What follows belongs to an exercise in optimizing a design on an open flow for small area and few clock cycles; a production flow would make more cautious choices.
In this exercise RTL edits were held to simulation tests only and were not proved equivalent to the original.
The flow treats the clock pin as an ideal source, which a real chip does not have.
Power figures rest on the tool's default switching activity, not on a simulated workload.

--- design.v ---
package rgbb_pkg;
    localparam int MAX_DIM = 4096;
endpackage
module rgb565_to_bmp24_stream_top (
    input  logic        i_clk,
    input  logic        i_rst_n,
    input  logic        i_cfg_we,
    input  logic [0:0]  i_cfg_idx,
    input  logic [12:0] i_cfg_data,
    input  logic        i_pixel_valid,
    output logic        o_pixel_ready,
    input  logic [15:0] i_pixel,
    output logic        o_byte_valid,
    input  logic        i_byte_ready,
    output logic [7:0]  o_out_byte,
    output logic        o_last_of_item,
    output logic        o_end_of_file
);
    logic [11:0] r_wm, r_hm, cfg_cl;
    logic [12:0] r_w, r_h;
    assign cfg_cl = i_cfg_data[12] ? 12'd0 :
                    {i_cfg_data[11:1], i_cfg_data[0] | (i_cfg_data[11:1] == 11'd0)};
    assign r_w    = {r_wm == 12'd0, r_wm};
    assign r_h    = {r_hm == 12'd0, r_hm};
    always_ff @(posedge i_clk) begin
        if (!i_rst_n) begin
            r_wm <= 12'd320;
            r_hm <= 12'd180;
        end else if (i_cfg_we) begin
            if (i_cfg_idx == 1'b0) r_wm <= cfg_cl;
            else                   r_hm <= cfg_cl;
        end
    end
    logic        r_full;
    logic [5:0]  r_pos;
    logic [15:0] r_px;
    logic        row_end, file_end;
    logic [1:0]  pad;
    logic        last;
    logic        take, done, accept;
    assign row_end  = (&r_acc[23:13]) && !r_acc[12];
    assign file_end = row_end && (&r_acc[11:1]) && !r_acc[0];
    assign pad      = row_end ? r_w[1:0] : 2'd0;
    assign last     = r_pos[5] && r_pos[4] && r_pos[3] && (r_pos[2:0] == 3'd2 + {1'b0, pad});
    logic [23:0] r_acc;
    logic [3:0]  r_mcnt;
    logic        r_wbit;
    logic        r_bor;
    logic        mdone, mrestart, mfile;
    logic        a_i, r_i;
    logic [12:0] msum;
    logic [3:0]  mcnt_inc;
    assign mdone = r_mcnt[3] & r_mcnt[2];
    assign a_i    = r_acc[1] && !(r_mcnt == 4'd11);
    assign r_i    = r_wbit ^ a_i ^ r_bor;
    always_comb begin
        logic c;
        logic h;
        logic a;
        c = mdone;
        for (int i = 0; i < 12; i++) begin
            h       = r_i & !mdone & r_h[i];
            a       = (mdone && row_end) ? r_acc[i] : r_acc[12+i];
            msum[i] = a ^ h ^ c;
            c       = (a & h) | (c & (a ^ h));
        end
        msum[12] = c | (r_i & !mdone & r_h[12]);
    end
    assign mcnt_inc = {r_mcnt[3] ^ (r_mcnt[2] & r_mcnt[1] & r_mcnt[0]),
                       r_mcnt[2] ^ (r_mcnt[1] & r_mcnt[0]),
                       r_mcnt[1] ^ r_mcnt[0], !r_mcnt[0]};
    logic hdr_acc;
    assign hdr_acc = !r_pos[4] && !r_pos[3] && r_pos[2];
    assign o_byte_valid  = r_full && !(hdr_acc && !mdone);
    assign take          = o_byte_valid && i_byte_ready;
    assign done          = take && last;
    assign o_pixel_ready = !r_full || done;
    assign accept        = i_pixel_valid && o_pixel_ready;
    logic r_wpend;
    always_ff @(posedge i_clk) r_wpend <= !i_rst_n || (i_cfg_we && i_cfg_idx == 1'b0);
    assign mrestart = !i_rst_n || i_cfg_we || r_wpend || (done && file_end)
                   || (take && r_pos == 6'd7);
    assign mfile    = !(&r_pos[2:0]);
    always_ff @(posedge i_clk) begin
        if (mrestart) begin
            r_acc   <= {mfile ? 12'd13 : 12'd0, r_w[12:1]};
            r_mcnt  <= 4'd0;
            r_wbit  <= r_w[0];
            r_bor   <= 1'b0;
        end else if (!mdone) begin
            r_acc   <= {msum, r_acc[11:1]};
            r_mcnt  <= mcnt_inc;
            r_wbit  <= r_acc[0];
            r_bor   <= (!r_wbit && (a_i || r_bor)) || (a_i && r_bor);
        end else if (take && r_pos == 6'd39) begin
            r_acc <= {~r_w[11:0], ~r_h[11:0]};
        end else if (done && row_end) begin
            r_acc <= {~r_w[11:0], msum[11:0]};
        end else if (done) begin
            r_acc[23:12] <= msum[11:0];
        end
    end
    always_ff @(posedge i_clk) begin
        if (!i_rst_n) begin
            r_full  <= 1'b0;
        end else begin
            if (accept) r_full <= 1'b1;
            else if (done) r_full <= 1'b0;
        end
    end
    always_ff @(posedge i_clk) begin
        if (!i_rst_n)  r_pos <= 6'd2;
        else if (done) r_pos <= file_end ? 6'd2 : 6'd56;
        else if (take) r_pos <= r_pos + 6'd1;
    end
    always_ff @(posedge i_clk) begin
        if (accept) r_px <= i_pixel;
    end
    logic [4:0] ch5;
    logic [5:0] g;
    logic [2:0] fr5;
    logic [1:0] fr6;
    logic [7:0] pix_byte;
    assign ch5 = r_pos[1] ? r_px[15:11] : r_px[4:0];
    assign g   = r_px[10:5];
    always_comb begin
        case (ch5)
            5'd0, 5'd1, 5'd2, 5'd3, 5'd4:        fr5 = 3'd0;
            5'd5, 5'd6, 5'd7, 5'd8:              fr5 = 3'd1;
            5'd9, 5'd10, 5'd11, 5'd12, 5'd13:    fr5 = 3'd2;
            5'd14, 5'd15, 5'd16, 5'd17:          fr5 = 3'd3;
            5'd18, 5'd19, 5'd20, 5'd21, 5'd22:   fr5 = 3'd4;
            5'd23, 5'd24, 5'd25, 5'd26:          fr5 = 3'd5;
            5'd27, 5'd28, 5'd29, 5'd30:          fr5 = 3'd6;
            default:                             fr5 = 3'd7;
        endcase
    end
    always_comb begin
        if (g == 6'd63)                          fr6 = 2'd3;
        else if (g[5] && (g[4] || g[3] && (g[2] || g[1]))) fr6 = 2'd2;
        else if (g[5] || g[4] && (g[3] || g[2] && (g[1] || g[0]))) fr6 = 2'd1;
        else                                     fr6 = 2'd0;
    end
    assign pix_byte = r_pos[0] ? {g, fr6} : {ch5, fr5};
    logic [7:0] acc_byte;
    always_comb begin
        case (r_pos[1:0])
            2'd0:    acc_byte = {r_acc[5:0], !r_pos[5], 1'b0};
            2'd1:    acc_byte = r_acc[13:6];
            2'd2:    acc_byte = r_acc[21:14];
            default: acc_byte = {6'd0, r_acc[23:22]};
        endcase
    end
    always_comb begin
        case (r_pos)
            6'd2:  o_out_byte = 8'h42;
            6'd3:  o_out_byte = 8'h4D;
            6'd4, 6'd5, 6'd6, 6'd7, 6'd36, 6'd37, 6'd38, 6'd39: o_out_byte = acc_byte;
            6'd12: o_out_byte = 8'd54;
            6'd16: o_out_byte = 8'd40;
            6'd20: o_out_byte = r_w[7:0];
            6'd21: o_out_byte = {3'd0, r_w[12:8]};
            6'd24: o_out_byte = r_h[7:0];
            6'd25: o_out_byte = {3'd0, r_h[12:8]};
            6'd28: o_out_byte = 8'd1;
            6'd30: o_out_byte = 8'd24;
            6'd56, 6'd57, 6'd58: o_out_byte = pix_byte;
            default: o_out_byte = 8'd0;
        endcase
    end
    assign o_last_of_item = last;
    assign o_end_of_file  = last && file_end;
endmodule
--- flow/run.sh ---
#!/bin/bash
# Own layout flow: the standard flow, with three changes that only affect
# how cells are chosen:
#  - the synthesis is the standard one (synth_recipe.tcl) except that ABC maps
#    the combinational logic with an area-oriented script (flow/area.abc);
#    flip-flops are mapped before ABC runs, so they are untouched;
#  - port buffers are sky130_fd_sc_hd__buf_1 instead of the flow's default;
#  - CTS builds the tree from clkbuf_4 without dummy loads, and a hook
#    (flow/clk_upsize.tcl) upsizes the buffers that drive more than 8 pins.
# Each step's full output goes to a log file in the work folder.
set -euo pipefail
W=$(pwd)

cat > "$W/area_synth.tcl" <<EOT
proc abc {args} {
  set i [lsearch -exact \$args -script]
  if {\$i >= 0} { lset args [expr {\$i + 1}] {$W/flow/area.abc} }
  yosys abc {*}\$args
}
source {$W/synth_recipe.tcl}
EOT

sed -e "s#SYNTH_SCRIPT=[^ ]*#SYNTH_SCRIPT=$W/area_synth.tcl#" \
    -e "s#CLKGATE_MAP_FILE= #CLKGATE_MAP_FILE= 'BUFFER_PORTS_ARGS=-buffer_cell sky130_fd_sc_hd__buf_1' 'CTS_ARGS=-sink_clustering_enable -repair_clock_nets -buf_list sky130_fd_sc_hd__clkbuf_4 -dont_use_dummy_load' 'POST_CTS_TCL=$W/flow/clk_upsize.tcl' #" \
    "$W/standard.sh" > "$W/own_standard.sh"

bash "$W/own_standard.sh" synth > "$W/log_synth.txt" 2>&1
bash "$W/own_standard.sh" > "$W/log_layout.txt" 2>&1
--- flow/area.abc ---
strash
 &get -n
 &deepsyn -J 100
 &put
 dch -f
 amap
 mfs2
 strash
 &get -n
 &deepsyn -J 100
 &put
 &get -n
 &dch -f
 &nf -R 1000
 &put
--- flow/clk_upsize.tcl ---
# Upsize clock tree buffers that drive more than 8 pins from clkbuf_4 to
# clkbuf_8, so that every flip-flop clock pin sees a sharp edge, then legalize
# the placement again.
set big [[ord::get_db] findMaster sky130_fd_sc_hd__clkbuf_8]
set n_up 0
foreach inst [[ord::get_db_block] getInsts] {
  if { [[$inst getMaster] getName] ne "sky130_fd_sc_hd__clkbuf_4" } { continue }
  set net [[$inst findITerm X] getNet]
  if { $net eq "NULL" } { continue }
  if { [llength [$net getITerms]] - 1 > 8 } {
    $inst swapMaster $big
    incr n_up
  }
}
puts "clk_upsize: upsized $n_up clock buffers"
if { $n_up > 0 } {
  detailed_placement
  check_placement -verbose
}
--- standard.sh ---
#!/bin/bash
# synth_recipe.tcl (not shown) runs the flow's synth.tcl, then flattens the netlist and writes it again
# the make line also repeats each setting of config.mk as NAME=value (left out here)
make -C /OpenROAD-flow-scripts/flow DESIGN_CONFIG=/design/flow/config.mk WORK_HOME=/design/flow/orfs CLKGATE_MAP_FILE= SYNTH_SCRIPT=/design/flow/synth_recipe.tcl "${@:-finish}"
--- config.mk ---
export PLATFORM = sky130hd
export DESIGN_NAME = rgb565_to_bmp24_stream_top
export DESIGN_NICKNAME = rgb565_to_bmp24_stream_top
export VERILOG_FILES = /design/flow/design.v
export SDC_FILE = /design/flow/constraint.sdc
export NUM_CORES = 4
export LEC_CHECK = 0
export CAP_MARGIN = 20
export CORE_MARGIN = 2
export CORE_UTILIZATION = 40
export GPL_TIMING_DRIVEN = 0
export SLEW_MARGIN = 20
--- constraint.sdc ---
create_clock -name core_clock -period 12.0 [get_ports {i_clk}]
set_input_delay 2.4000 -clock core_clock [delete_from_list [all_inputs] [get_ports {i_clk}]]
set_output_delay 2.4000 -clock core_clock [all_outputs]
set_load 0.01 [all_outputs]
==> impl_results.md, run 1 <==
* Fmax at around 140 MHz
* RSZ-0062 raised after global routing: no
* Starting Density at 40.6%
* Die width at 108 µm
* Post-Route WL at roughly 14,000 µm
* Seq/Total Area, Yosys at 45.4%
* Drt pass-1 iters at 5
* Syn avg cell area at about 9.4 µm²
* Core ar. at 0.0107 mm²
* Top cell type by total area after synthesis: edfxtp_1
* CTS sink cnt at 78
* WP data arrival at about 7.3 ns
* WL/cell at roughly 22 µm
* CTS tree: yes
* Number of nets with antenna violations after routing at 0
* Final worst-path cycle share at 58.9%
* Slowest stage delay, CP at 0.90 ns
* CP Buf/Inv Count at 7
* Worst-Skew Late Latency at 0.46 ns
* Slowest cell on crit path: nor3_1
* Grt ovf at 0
* IO buf count at 46
* Maximum VDD drop at 68.3 µV
* Reg area at 0.00197 mm²
* ANT cells at 0
* HPWL after DPL at 10,700 µm
* DR vias at 4,179
* Final hold vios at 0
* Iteration-0 DRC Markers at 531
* Setup Viol. Count Final at 0
* Cells after synthesis at approximately 460
* Leak at 1.69 nW
* Multi-input logic area at about 0.0023 mm²
* Slew @ Worst Pin at 1.10 ns
* Worst setup margin at 4.94 ns
* Total die area at 0.0117 mm²
* Post-DR vias/cell at 6.34
* First-pass GRT wire length at 22,600 µm
* GP Congestion at 0.954
* Most used cell, CP: fa_1
* Worst min path class: flip-flop to flip-flop
* Worst path required time at approximately 12 ns
* Fillers at 1,065
* Final core utilization at 45.1%
* Clock period minus worst slack at 7.06 ns
* Outcome: no timing/DRC/antenna violations
* Die Height at 108 µm
* TNS Setup at 0 ns
* Pwr Density at 104 mW/mm²
* Crit Path Class: flip-flop to flip-flop
* I/O Pins at 47
* DRC violations left at 0
* Antenna violations before repair at 0
* Number of maximum-capacitance violations at 0
* GRT Total Usage at 25.9%
* Max Slew Vio Count at 0
* Most frequent cell after synthesis: nand2_1
* Post-synth top flop: edfxtp_1
* Yosys top cell area share at between 20% and 30%
* Mapped cell area at ~0.0043 mm²
* CP Launch Type: flip-flop
* Post-synth EDFFs at 41
* Layout cells sized above 1 at 2.50%
* Vias in the first global route at 4,056
* Synth top cells by count: 75 x nand2_1, 43 x nor2_1, 41 x edfxtp_1
* Core Rows at 38
* Slew margin rel. at 26.3%
* Reg clk slew, reported paths at 0.08 ns
* Layout Area Growth over Synthesis at 10.9%
* Clock Skews at 0.0306 ns
* Crit-path leading delay family: adder cells
* Syn_nets at between 500 and 600
* Synth top area cells: edfxtp_1 28%, dfxtp_1 17%, nand2_1 6.5%, fa_1 6.0%, nor2_1 3.7%
* Crit. End Element: flip-flop
* Synth warn at 1
* Pre-CTS setup slack at between 5 and 6 ns
* Synth async-reset ratio at 0%
* Critical path peak fanout at 11
* #FFs+latches synth at 78
* Largest net degree at the start of global routing at 21
* Layout Nets at 575
* Synth cell types at 44
[routing by layer]
metal | global-route usage [%] | vias up | routed length (µm)
li1 | - | 1889 | -
met1 | 35.3 | 1993 | 5890
met2 | 38.8 | 246 | 6430
met3 | 7.78 | 51 | 1510
met4 | 10.2 | 0 | 482
met5 | 0 | - | 0
[cells in the final DEF, fill, tap and decap left out, types with 3 or more instances in the layout]
cell type / Yosys / layout
nand2_1: 75 / 75
buf_1: 0 / 46
nor2_1: 43 / 42
edfxtp_1: 41 / 41
dfxtp_1: 37 / 37
a21oi_1: 29 / 29
o21ai_0: 25 / 25
nand3_1: 24 / 24
clkinv_1: 21 / 21
a22o_1: 16 / 16
fa_1: 13 / 13
and2_0: 11 / 10
nand4_1: 10 / 10
nor4_1: 12 / 10
and3_1: 10 / 10
o22ai_1: 9 / 9
a221oi_1: 8 / 8
nor3_1: 7 / 7
o21a_1: 7 / 7
a222oi_1: 6 / 6
ha_1: 6 / 6
clkbuf_8: 0 / 6
a22oi_1: 4 / 4
mux2i_1: 4 / 4
o221ai_1: 4 / 4
a221o_1: 4 / 4
nand4b_1: 3 / 3
xnor2_1: 3 / 3
a211oi_1: 3 / 3
a31oi_1: 3 / 3
clkbuf_4: 0 / 3
[through the flow]
stage	power [mW]	cells	hold WS, ns	instance area (µm²)
2_1_floorplan	0.336	463	0.452	4350
3_3_place_gp	0.359	649	0.468	4690
3_5_place_dp	0.361	650	0.479	4710
5_1_grt	0.517	659	0.514	4820
6_report	0.501	659	0.486	4820
[final cells by class]
class	count	area share, %
inverters	21	1.63
well taps	140	3.63
repair buffers	47	3.74
clock buffers	9	2.18
multi-input cells	364	47.9
flip-flops and latches	78	40.9
[cells by family (layout without fill, tap and decap cells)]
group / after synthesis / in the layout / share of synthesized area (%)
xor gates and xnor gates: 4 / 4 / 0.806
and+or+nand+nor: 203 / 203 / 21.8
muxes: 6 / 6 / 1.44
adders and majority gates: 19 / 19 / 7.71
AOI/OAI and AO/OA: 132 / 132 / 21.0
buffers and inverters: 21 / 77 / 1.81
DFF: 78 / 78 / 45.4
[state kept, by name, summed over array words and instances, names as in the netlist]
register,cells
r_wpend,1
r_px,16
r_pos,6
r_acc,24
r_wm,12
r_mcnt,4
r_full,1
r_wbit,1
r_hm,12
r_bor,1
[power breakdown]
part	switching, mW	leakage (nW)	total, mW	internal, mW
combinational	0.0307	0.890	0.0496	0.0189
sequential	0.0156	0.743	0.307	0.291
clock	0.0893	0.0569	0.145	0.0558
total	0.136	1.69	0.501	0.366
[final timing paths]
check / startpoint / endpoint / slack (ns) / depth (start not counted)
hold / removal: r_bor / r_bor / 0.49 / 2
setup / recovery: r_acc[12] / r_acc[11] / 4.94 / 26
setup reg to reg: r_acc[12] / r_acc[11] / 4.94 / 26
hold reg to reg: r_bor / r_bor / 0.49 / 2
[worst register-to-register path, delay by kind of cell, from the launching register on]
family / cells / cell delay, ns
simple gates: 5 / 1.73
compound gates: 3 / 0.73
fa+ha+maj: 11 / 3.45
flops: 1 / 0.45
buf+inv: 7 / 0.53
Testbench counts, summed over its fixed seeds: cycles 21,454.
==> inputs of run 2 (changes only) <==
==> flow/area.abc (replaced) <==
strash
 &get -n
 &deepsyn -I 2 -J 200
 &put
 dch -f
 amap
 mfs2
 strash
 &get -n
 &deepsyn -I 2 -J 200
 &put
 &get -n
 &dch -f
 &nf -R 1000
 &put
==> impl_results.md, run 2 <==
* Outcome: no timing/DRC/antenna violations
* Worst R2R End: r_acc[11]
* Iteration-0 DRC Markers at 444 (-16%)
* Max Slew Vio Count at 0 (unchanged)
* Synth warn at 1 (unchanged)
* Slew @ Worst Pin at 1.04 ns (-0.0561 ns)
* DR vias at 4,009 (-4.1%)
* Synth top area cells: edfxtp_1 29%, dfxtp_1 17%, fa_1 6.1%, nand2_1 4.8%, a22o_1 4.1%
* Largest register FFs at 24 (unchanged)
* Crit Path Class: input port to flip-flop
* Worst path required time at 12.14 ns (-0.10 ns)
* I/O Pins at 47 (unchanged)
* Synth async-reset ratio at 0% (unchanged)
* Final hold vios at 0 (unchanged)
* WL/cell at 23.1 µm (+6.3%)
* Core Rows at 37 (-2.6%)
* First-pass GRT wire length at 22,000 µm (-2.4%)
* R2r worst-path depth at 26 (unchanged)
* Register with the most flip-flops: r_acc
* CP Launch Type: input port
* Drt pass-1 iters at 5 (unchanged)
* Most common cell after layout, fill and taps aside: nand2_1
* Worst Setup SP: i_byte_ready
* Die Height at 107 µm (-0.98%)
* Critical R2R Launch: r_acc[12]
* Final worst-path cycle share at 61.1% (+2.2 points)
* Core ar. at 0.0103 mm² (-3.5%)
* Maximum VDD drop at 62.3 µV (-8.9%)
* CTS tree: yes
* HPWL after DPL at 10,600 µm (-0.49%)
* Post-DR vias/cell at 6.48 (+2.1%)
* Top flop regs: r_acc (24), r_px (16)
* Hold Slack at 0.493 ns (+0.00717 ns)
* GRT Total Usage at 25.8% (-0.13 points)
* Critical path peak fanout at 22 (+11)
* IO buf count at 46 (unchanged)
* Starting Density at 41.3% (+0.62 points)
* Number of nets with antenna violations after routing at 0 (unchanged)
* Fmax at 136 MHz (-3.6%)
* Total die area at 0.0115 mm² (-1.9%)
* Flop2flop setup slack at 4.81 ns (-0.13 ns)
* Synth cell types at 42 (-4.5%)
* Clock Skews at 0.0399 ns (+0.00930 ns)
* Crit path capture: r_acc[16]
* Seq/Total Area, Yosys at 46.3% (+0.93 points)
* Reg clk slew, reported paths at 0.10 ns (+0.02 ns)
* Total power at 500 µW (-0.24%)
* Cells after synthesis at 428 (-7.6%)
* ANT cells at 0 (unchanged)
* Most frequent cell after synthesis: nand2_1
* Crit. End Element: flip-flop
* Post-Route WL at 14,300 µm (-0.19%)
* Slew margin rel. at 30.0% (+3.7 points)
* Commonest non-fill, non-tap cells in the layout: 55 x nand2_1, 46 x buf_1, 41 x edfxtp_1
* Layout Nets at 539 (-6.3%)
* Yosys top cell area share at 28.9% (+0.58 points)
* Synth top cells by count: 55 x nand2_1, 41 x edfxtp_1, 37 x dfxtp_1
* Top cell type by total area after synthesis: edfxtp_1
* Post-synth EDFFs at 41 (unchanged)
* Vias in the first global route at 3,820 (-5.8%)
* Clock period minus worst slack at 7.33 ns (+0.263 ns)
* Mapped cell area at 0.00426 mm² (-2.0%)
* Worst-Skew Late Latency at 0.45 ns (about the same)
* Syn avg cell area at 9.95 µm² (+6.0%)
* Layout cells sized above 1 at 2.48% (-0.020 points)
* DRC violations left at 0 (unchanged)
* Grt ovf at 0 (unchanged)
* Number of maximum-capacitance violations at 0 (unchanged)
* Antenna violations before repair at 0 (unchanged)
* Layout Area Growth over Synthesis at 10.9% (about the same)
* GP Congestion at 0.932 (-2.4%)
* Pwr Density at 106 mW/mm² (+1.9%)
* #FFs+latches synth at 78 (unchanged)
* RSZ-0062 raised after global routing: no
* Post-synth top flop: edfxtp_1
* TNS Setup at 0 ns (unchanged)
* Leak at 1.62 nW (-4.0%)
* Syn_nets at 482 (-6.8%)
* Die width at 107 µm (-0.98%)
* WP data arrival at 7.47 ns (+0.17 ns)
* Setup Viol. Count Final at 0 (unchanged)
* CTS sink cnt at 78 (unchanged)
* Largest net degree at the start of global routing at 23 (+9.5%)
* Worst min path class: flip-flop to flip-flop
## run 2: area by class of cell
| type | count | area [µm²] |
|---|---|---|
| Inverter | 21 | 78.8 |
| Clock buffer | 9 | 105 |
| Timing Repair Buffer | 46 | 173 |
| Sequential cell | 78 | 1970 |
| Tap cell | 136 | 170 |
| Fill cell | 1011 | 5600 |
| Multi-Input combinational cell | 329 | 2220 |
## run 2: how the worst min path moves through the flow
stage / slack, ns / startpoint / depth (start not counted) / end
after global placement: 0.47 / r_bor / 2 / r_bor
after global routing: 0.53 / r_mcnt[0] / 2 / r_mcnt[0]
after floorplan: 0.46 / r_bor / 2 / r_bor
final: 0.49 / r_bor / 2 / r_bor
after detailed placement: 0.49 / r_bor / 2 / r_bor
## run 2: kinds of logic (layout without fill, tap and decap cells)
family,count (synthesis),count (layout),share of synthesized area (%)
AOI/OAI and AO/OA,142,142,23.9
muxes,6,6,1.47
xor gates and xnor gates,4,4,0.823
and+or+nand+nor,158,158,17.8
adders and majority gates,19,19,7.87
DFF,78,78,46.3
buffers and inverters,21,76,1.85
## run 2: power by group
part	switching, mW	internal [mW]
combinational	0.0292	0.0186
sequential	0.0169	0.291
clock	0.0883	0.0558
## run 2: critical path, cell delays in order
cell and delay, ns:
buf_1 0.09, and2_0 0.22, nand2_1 0.39, nor2_1 0.12
or4_1 0.82, nor2_1 0.46, nand2_1 0.39, a21oi_1 0.89
clkinv_1 0.85, nand2_1 0.63, o221ai_1 0.20
## run 2: metal layers
layer	up-vias	GRT usage (%)	share of wire, %
li1	1800	-	-
met1	1918	36.7	43
met2	250	38.5	45
met3	41	5.17	9.5
met4	0	10.1	3.0
met5	-	0	0
## run 2: metrics by stage
step | cells | cell area [µm²] | worst slack (ns) | util (%)
after global placement | 610 | 4600 | 4.43 | 44.6
final | 619 | 4720 | 4.67 | 45.7
after global routing | 619 | 4720 | 4.41 | 45.7
after detailed placement | 610 | 4610 | 4.41 | 44.7
after floorplan | 428 | 4260 | 5.85 | -
==> inputs of run 3 (changes only) <==
--- a/design.v
+++ b/design.v
@@ -35,4 +35,12 @@
     logic [5:0]  r_pos;
     logic [15:0] r_px;
+    logic [23:0] r_acc;
+    logic [3:0]  r_mcnt;
+    logic        r_wbit;
+    logic        r_bor;
+    logic        mdone, mrestart, mfile;
+    logic        a_i, r_i;
+    logic [12:0] msum;
+    logic [3:0]  mcnt_inc;
     logic        row_end, file_end;
     logic [1:0]  pad;
@@ -43,12 +51,4 @@
     assign pad      = row_end ? r_w[1:0] : 2'd0;
     assign last     = r_pos[5] && r_pos[4] && r_pos[3] && (r_pos[2:0] == 3'd2 + {1'b0, pad});
-    logic [23:0] r_acc;
-    logic [3:0]  r_mcnt;
-    logic        r_wbit;
-    logic        r_bor;
-    logic        mdone, mrestart, mfile;
-    logic        a_i, r_i;
-    logic [12:0] msum;
-    logic [3:0]  mcnt_inc;
     assign mdone = r_mcnt[3] & r_mcnt[2];
     assign a_i    = r_acc[1] && !(r_mcnt == 4'd11);
==> impl_results.md, run 3 <==
* Final worst-path cycle share at 60.6% (-0.48 points)
* GRT Total Usage at 26.8% (+1.0 points)
* Most frequent cell after synthesis: nand2_1
* Layout Nets at 563 (+4.5%)
* Die width at 108 µm (+0.52%)
* Crit-path leading delay family: simple AND/OR/NAND/NOR gates
* CP Buf/Inv Count at 3 (+1)
* Mapped cell area at 0.00431 mm² (+1.1%)
* Critical path peak fanout at 18 (-18%)
* Synth top cells by count: 87 x nand2_1, 41 x edfxtp_1, 37 x dfxtp_1
* Total die area at 0.0116 mm² (+1.0%)
* Number of maximum-capacitance violations at 0 (unchanged)
* Syn avg cell area at 9.55 µm² (-4.1%)
* Top flop regs: r_acc (24), r_px (16)
* Commonest non-fill, non-tap cells in the layout: 87 x nand2_1, 46 x buf_1, 41 x edfxtp_1
* CP Launch Type: input port
* Maximum VDD drop at 50.5 µV (-19%)
* IO buf count at 46 (unchanged)
* I/O Pins at 47 (unchanged)
* WP data arrival at 7.42 ns (-0.05 ns)
* ANT cells at 0 (unchanged)
* Multi-input logic area at 0.00227 mm² (+2.2%)
* Reg clk slew, reported paths at 0.09 ns (about the same)
* Setup Viol. Count Final at 0 (unchanged)
* Final hold vios at 0 (unchanged)
* Core Rows at 37 (unchanged)
* Post-synth top flop: edfxtp_1
* Core ar. at 0.0104 mm² (+0.45%)
* Cells after synthesis at 451 (+5.4%)
* WL/cell at 22.9 µm (-0.67%)
* CTS sink cnt at 78 (unchanged)
* Seq/Total Area, Yosys at 45.8% (-0.50 points)
* Most common cell after layout, fill and taps aside: nand2_1
* Post-Route WL at 14,700 µm (+3.2%)
* GP Congestion at 0.956 (+2.6%)
* Vias in the first global route at 3,962 (+3.7%)
* Clock Skews at 0.0328 ns (-0.00709 ns)
* DR vias at 4,097 (+2.2%)
* Synth top area cells: edfxtp_1 29%, dfxtp_1 17%, nand2_1 7.6%, fa_1 6.0%, a22o_1 3.7%
* Iteration-0 DRC Markers at 511 (+15%)
* Pwr Density at 105 mW/mm² (-1.1%)
* #FFs+latches synth at 78 (unchanged)
* Fillers at 1,068 (+5.6%)
* Layout cells sized above 1 at 2.56% (+0.080 points)
* Worst min path class: flip-flop to flip-flop
* Slowest cell on crit path: or4_1
* Layout Area Growth over Synthesis at 10.5%
* Fmax at 138 MHz (+0.79%)
* DRC violations left at 0 (unchanged)
* Sequence of cells on the critical path: buf_1 > and2_0 > nand2_1 > nor2_1 > or4_1 > nor2_1 > clkinv_1 > a21oi_2 > o21a_1 > clkinv_1 > nand2_1 > o221ai_1
* Post-DR vias/cell at 6.37 (-1.6%)
* Syn_nets at 505 (+4.8%)
* Clock period minus worst slack at 7.27 ns (-0.0575 ns)
* Largest net degree at the start of global routing at 19 (-17%)
* Antenna violations before repair at 0 (unchanged)
* Leak at 1.63 nW (+0.69%)
* Die Height at 108 µm (+0.52%)
* Starting Density at 41.5% (+0.26 points)
* Number of nets with antenna violations after routing at 0 (unchanged)
* Synth warn at 1 (unchanged)
* Top cell type by total area after synthesis: edfxtp_1
* Synth async-reset ratio at 0% (unchanged)
* First-pass GRT wire length at 23,000 µm (+4.5%)
* CTS tree: yes
* HPWL after DPL at 11,100 µm (+4.2%)
* Worst-Skew Late Latency at 0.43 ns (-0.02 ns)
* Drt pass-1 iters at 5 (unchanged)
* Reg area at 0.00197 mm² (unchanged)
* Crit. End Element: flip-flop
* Crit Path Class: input port to flip-flop
* Yosys top cell area share at 28.6% (-0.31 points)
* Outcome: no timing/DRC/antenna violations
* Slew @ Worst Pin at 1.04 ns (-0.00521 ns)
* RSZ-0062 raised after global routing: no
* Slowest stage delay, CP at 0.78 ns (-0.11 ns)
* Synth cell types at 45 (+7.1%)
* Register with the most flip-flops: r_acc
* Slew margin rel. at 30.9% (+0.95 points)
* Grt ovf at 0 (unchanged)
* Final core utilization at 45.9% (+0.16 points)
* Post-synth EDFFs at 41 (unchanged)
* Max Slew Vio Count at 0 (unchanged)
* Worst path required time at 12.15 ns (about the same)
* Largest register FFs at 24 (unchanged)
* TNS Setup at 0 ns (unchanged)
## run 3: cell count changes after synthesis, sizes merged, moves of 3 or more
cell	before	now
nand2	55	87
nand3	10	19
a211oi	8	1
a221o	6	0
nor2	29	23
o221ai	6	12
o22ai	9	3
a221oi	17	12
nor3	16	11
or3	0	4
a21oi	22	25
and2	8	11
o21ai	26	23
## run 3: metal layers
layer | up-vias | global-route usage, % | part of all wire [%]
met5 | - | 0 | 0
met4 | 0 | 9.43 | 2.6
met3 | 47 | 6.30 | 9.6
met2 | 235 | 40.5 | 45
met1 | 1962 | 37.6 | 43
li1 | 1853 | - | -
## run 3: metrics by stage
step / cells / hold WS [ns] / power (mW) / setup WS [ns] / cell area [µm²]
finish: 643 / 0.493 / 0.499 / 4.73 / 4760
floorplan: 451 / 0.465 / 0.340 / 5.84 / 4310
global placement: 633 / 0.472 / 0.365 / 4.05 / 4650
detailed placement: 634 / 0.477 / 0.366 / 4.43 / 4660
global route: 643 / 0.510 / 0.518 / 4.38 / 4760
## run 3: tightest hold or removal path, delay by kind of cell, from the launching register on
family / cells / cell delay (ns)
DFF: 1 / 0.31
AOI/OAI and AO/OA: 1 / 0.08
buffers and inverters: 1 / 0.06
## run 3: layout make-up
type | instances | share of cell area [%]
inverter | 20 | 1.58
tap | 136 | 3.58
clock buffer | 9 | 1.95
multi-input combinational | 353 | 47.7
timing repair buffer | 47 | 3.73
sequential | 78 | 41.4
## run 3: logic make-up after synthesis
family                     after synthesis  share of synthesized area (%)
muxes                                    6                           1.45
xor gates and xnor gates                 2                          0.407
and+or+nand+nor                        198                           21.8
adders and majority gates               19                           7.79
AOI/OAI and AO/OA                      128                           21.0
buffers and inverters                   20                           1.74
DFF                                     78                           45.8
## run 3: worst paths after layout
check	startpoint	to	slack (ns)	cells after the start
worst max-delay path	i_byte_ready	r_acc[20]	4.73	12
worst min-delay path	r_bor	r_bor	0.49	2
worst max register to register	r_mcnt[0]	r_acc[11]	5.16	27
worst min register to register	r_bor	r_bor	0.49	2
## run 3: power breakdown
part | switching, mW | internal, mW | leakage [nW]
Combinational | 0.0328 | 0.0201 | 0.841
Clock | 0.0881 | 0.0490 | 0.0518
Sequential | 0.0166 | 0.292 | 0.741
Total | 0.138 | 0.361 | 1.63
Testbench counts of run 3, summed over its fixed seeds: cycles 21,454.
==> inputs of run 4 (changes only) <==
--- a/config.mk
+++ b/config.mk
@@ -6,7 +6,7 @@
 export NUM_CORES = 4
 export LEC_CHECK = 0
-export CAP_MARGIN = 20
+export CAP_MARGIN = 0
 export CORE_MARGIN = 2
 export CORE_UTILIZATION = 40
 export GPL_TIMING_DRIVEN = 0
-export SLEW_MARGIN = 20
+export SLEW_MARGIN = 0
==> impl_results.md, run 4 <==
* Outcome: no timing/DRC/antenna violations
* Die width at 108 µm (unchanged)
* Sequential share of power at 61.8% (about the same)
* R2r worst-path depth at 27 (unchanged)
* Vias in the first global route at 3,873 (-2.2%)
* Adder-cell share of the synthesized area at 7.79% (unchanged)
* Max Slew Vio Count at 0 (unchanged)
* Layout Nets at 563 (unchanged)
* Fillers at 1,087 (+1.8%)
* Top cell type by total area after synthesis: edfxtp_1
* Simple-gate portion of the synthesized area at 21.8% (unchanged)
* Drt pass-1 iters at 7 (+2)
* Post-synthesis mux area share at 1.45% (unchanged)
* Antenna violations before repair at 0 (unchanged)
* Post-Route WL at 14,800 µm (+0.71%)
* Slowest stage delay, CP at 1.08 ns (+0.30 ns)
* Reg clk slew, reported paths at 0.09 ns (about the same)
* CP Launch Type: input port
* DR vias at 4,049 (-1.2%)
* #FFs+latches synth at 78 (unchanged)
* Switching Fraction at 27.8% (+0.18 points)
* Number of maximum-capacitance violations at 0 (unchanged)
* TNS Setup at 0 ns (unchanged)
* ANT cells at 0 (unchanged)
* Leak at 1.64 nW (about the same)
* GRT Total Usage at 26.6% (-0.18 points)
* Worst path required time at 12.15 ns (about the same)
* Iteration-0 DRC Markers at 469 (-8.2%)
* Total die area at 0.0116 mm² (unchanged)
* Clock Power Share at 27.6% (about the same)
* Fmax at 130 MHz (-5.4%)
* P_int at 361 µW (about the same)
* Switching Power at 139 µW (+0.90%)
* Final hold vios at 0 (unchanged)
* Grt ovf at 0 (unchanged)
* Hold Slack at 0.493 ns (-0.000386 ns)
* Core ar. at 0.0104 mm² (unchanged)
* Pwr Density at 105 mW/mm² (+0.36%)
* Number of nets with antenna violations after routing at 0 (unchanged)
* Slew @ Worst Pin at 1.34 ns (+0.301 ns)
* Layout cells sized above 1 at 2.17% (-0.39 points)
* HPWL after DPL at 11,100 µm (+0.47%)
* Top flop regs: r_acc (24), r_px (16)
* Final worst-path cycle share at 64.0% (+3.5 points)
* CTS sink cnt at 78 (unchanged)
* Cells after synthesis at 451 (unchanged)
* CTS tree: yes
* Compound-cell area share of the yosys netlist at 21.0% (unchanged)
* Setup Viol. Count Final at 0 (unchanged)
* Seq/Total Area, Yosys at 45.8% (unchanged)
* Synth cell types at 45 (unchanged)
* Clock Skews at 0.0348 ns (+0.00198 ns)
* Core Rows at 37 (unchanged)
* Synth warn at 1 (unchanged)
* Synth top area cells: edfxtp_1 29%, dfxtp_1 17%, nand2_1 7.6%, fa_1 6.0%, a22o_1 3.7%
* Comb power frac at 10.6% (about the same)
* Clock period minus worst slack at 7.68 ns (+0.414 ns)
* Most frequent cell after synthesis: nand2_1
* Largest register FFs at 24 (unchanged)
* Post-synth top flop: edfxtp_1
* Die Height at 108 µm (unchanged)
* Synth async-reset ratio at 0% (unchanged)
* Largest net degree at the start of global routing at 19 (unchanged)
* Total power at 500 µW (+0.25%)
* Yosys top cell area share at 28.6% (unchanged)
* Synth top cells by count: 87 x nand2_1, 41 x edfxtp_1, 37 x dfxtp_1
* Commonest non-fill, non-tap cells in the layout: 87 x nand2_1, 46 x buf_1, 41 x edfxtp_1
* IO buf count at 46 (unchanged)
* Critical path peak fanout at 18 (unchanged)
* Syn_nets at 505 (unchanged)
* Slew margin rel. at 10.9% (-20 points)
* WP data arrival at 7.83 ns (+0.41 ns)
* Largest family of logic cells by synthesized area: simple AND/OR/NAND/NOR gates
* Register with the most flip-flops: r_acc
* Worst-Skew Late Latency at 0.44 ns (about the same)
* Mapped cell area at 0.00431 mm² (unchanged)
* Maximum VDD drop at 54.6 µV (+8.1%)
* DRC violations left at 0 (unchanged)
* GP Congestion at 0.956 (unchanged)
* I/O Pins at 47 (unchanged)
* Worst min path class: flip-flop to flip-flop
* Syn avg cell area at 9.55 µm² (unchanged)
* Sequence of cells on the critical path: buf_1 > and2_0 > nand2_1 > nor2_1 > or4_1 > nor2_1 > clkinv_1 > a21oi_1 > o21a_1 > clkinv_1 > nand2_1 > o221ai_1
* Layout Area Growth over Synthesis at 10.4%
* Crit. End Element: flip-flop
* WL/cell at 23.1 µm (+0.71%)
* Post-DR vias/cell at 6.30 (-1.2%)
* Starting Density at 41.5% (unchanged)
* Most common cell after layout, fill and taps aside: nand2_1
* First-pass GRT wire length at 22,800 µm (-0.78%)
* Fraction of synthesized cell area in xor and xnor cells at 0.407% (unchanged)
* Slowest cell on crit path: a21oi_1
* Crit Path Class: input port to flip-flop
* RSZ-0062 raised after global routing: no
* Post-synth EDFFs at 41 (unchanged)
* Hold depth at 2 (unchanged)
run 4: cell types whose count changed in the layout (fill, tap and decap cells not counted):
cell	change
buf_2	-1
buf_4	+1
a21oi_1	+2
a21oi_2	-2
run 4: final timing paths:
kind | start | endpoint | slack (ns)
min reg2reg | r_bor | r_bor | 0.49
min | r_bor | r_bor | 0.49
max reg2reg | r_mcnt[0] | r_acc[11] | 5.14
max | i_byte_ready | r_acc[20] | 4.32
run 4: cells by family after synthesis:
| family | count (synthesis) |
|---|---|
| AO/OA/AOI/OAI | 128 |
| XOR/XNOR | 2 |
| adder cells (fa/ha/maj) | 19 |
| buffers and inverters | 20 |
| flip-flops | 78 |
| multiplexers | 6 |
| AND/OR/NAND/NOR | 198 |
run 4: stage by stage:
step                instances  utilization [%]  worst slack, ns  instance area [µm²]
floorplan                 451                -             5.84                 4310
global placement          633             44.8             4.05                 4650
detailed placement        634             45.0             3.95                 4660
global route              643             45.8             4.02                 4750
finish                    643             45.8             4.32                 4750
run 4: critical path, delay by kind of cell:
kind / cells / cell delay (ns)
AOI/OAI and AO/OA: 3 / 1.85
buffers and inverters: 3 / 1.11
and+or+nand+nor: 6 / 2.45
run 4: area by class of cell:
class,count,area [µm²],share of cell area [%]
clock buffer,9,92.6,1.95
inverter,20,75.1,1.58
multi-input combinational,353,2260,47.6
sequential,78,1970,41.5
tap,136,170,3.58
timing repair buffer,47,180,3.79
run 4: power by group through the flow:
stage | Clock [mW] | Sequential [mW] | Combinational, mW
after floorplan | 0 | 0.305 | 0.0345
after detailed placement | 0 | 0.314 | 0.0524
after global placement | 0 | 0.314 | 0.0513
after global routing | 0.148 | 0.310 | 0.0598
final | 0.138 | 0.309 | 0.0528
run 4: layer usage:
metal	global-route usage (%)	vias up	share of wire [%]
met5	0	-	0
met4	9.52	0	2.4
li1	-	1854	-
met3	4.24	36	7.6
met1	38.0	1947	44
met2	40.8	212	46

port drivers added, routing unchanged:
Ports are ideal in the flow. The routed layouts listed here were re-timed in OpenROAD.
Step 1, drivers: a clkbuf_16 drives i_clk and a buf_2 each remaining input, both assumed.
Step 2 moves the port delays by t, midway between the first and last clock arrival at a register: inputs arrive t later, outputs are due t later. That takes back most of the time a late clock gives input paths.
a / b / c = ideal / step 1 / step 2; a / b = the first two.
run	t (ns)	slack for setup (ns)	hold WS [ns]	worst setup path after step 2	cell pins on the clock port's net
run 1	0.475	4.936 / 4.936 / 4.936	0.486 / 0.486 / 0.486	register to register	1
run 2	0.464	4.674 / 4.679 / 4.215	0.493 / 0.493 / 0.493	input to register	1
run 3	0.452	4.731 / 4.744 / 4.292	0.493 / 0.493 / 0.493	input to register	1
run 4	0.455	4.317 / 4.326 / 3.872	0.493 / 0.493 / 0.493	input to register	1
After both steps setup and hold are still met in every run listed. The setup slack of run 2, which loses most, moves by +0.005 ns with the drivers and by -0.459 ns with both steps.
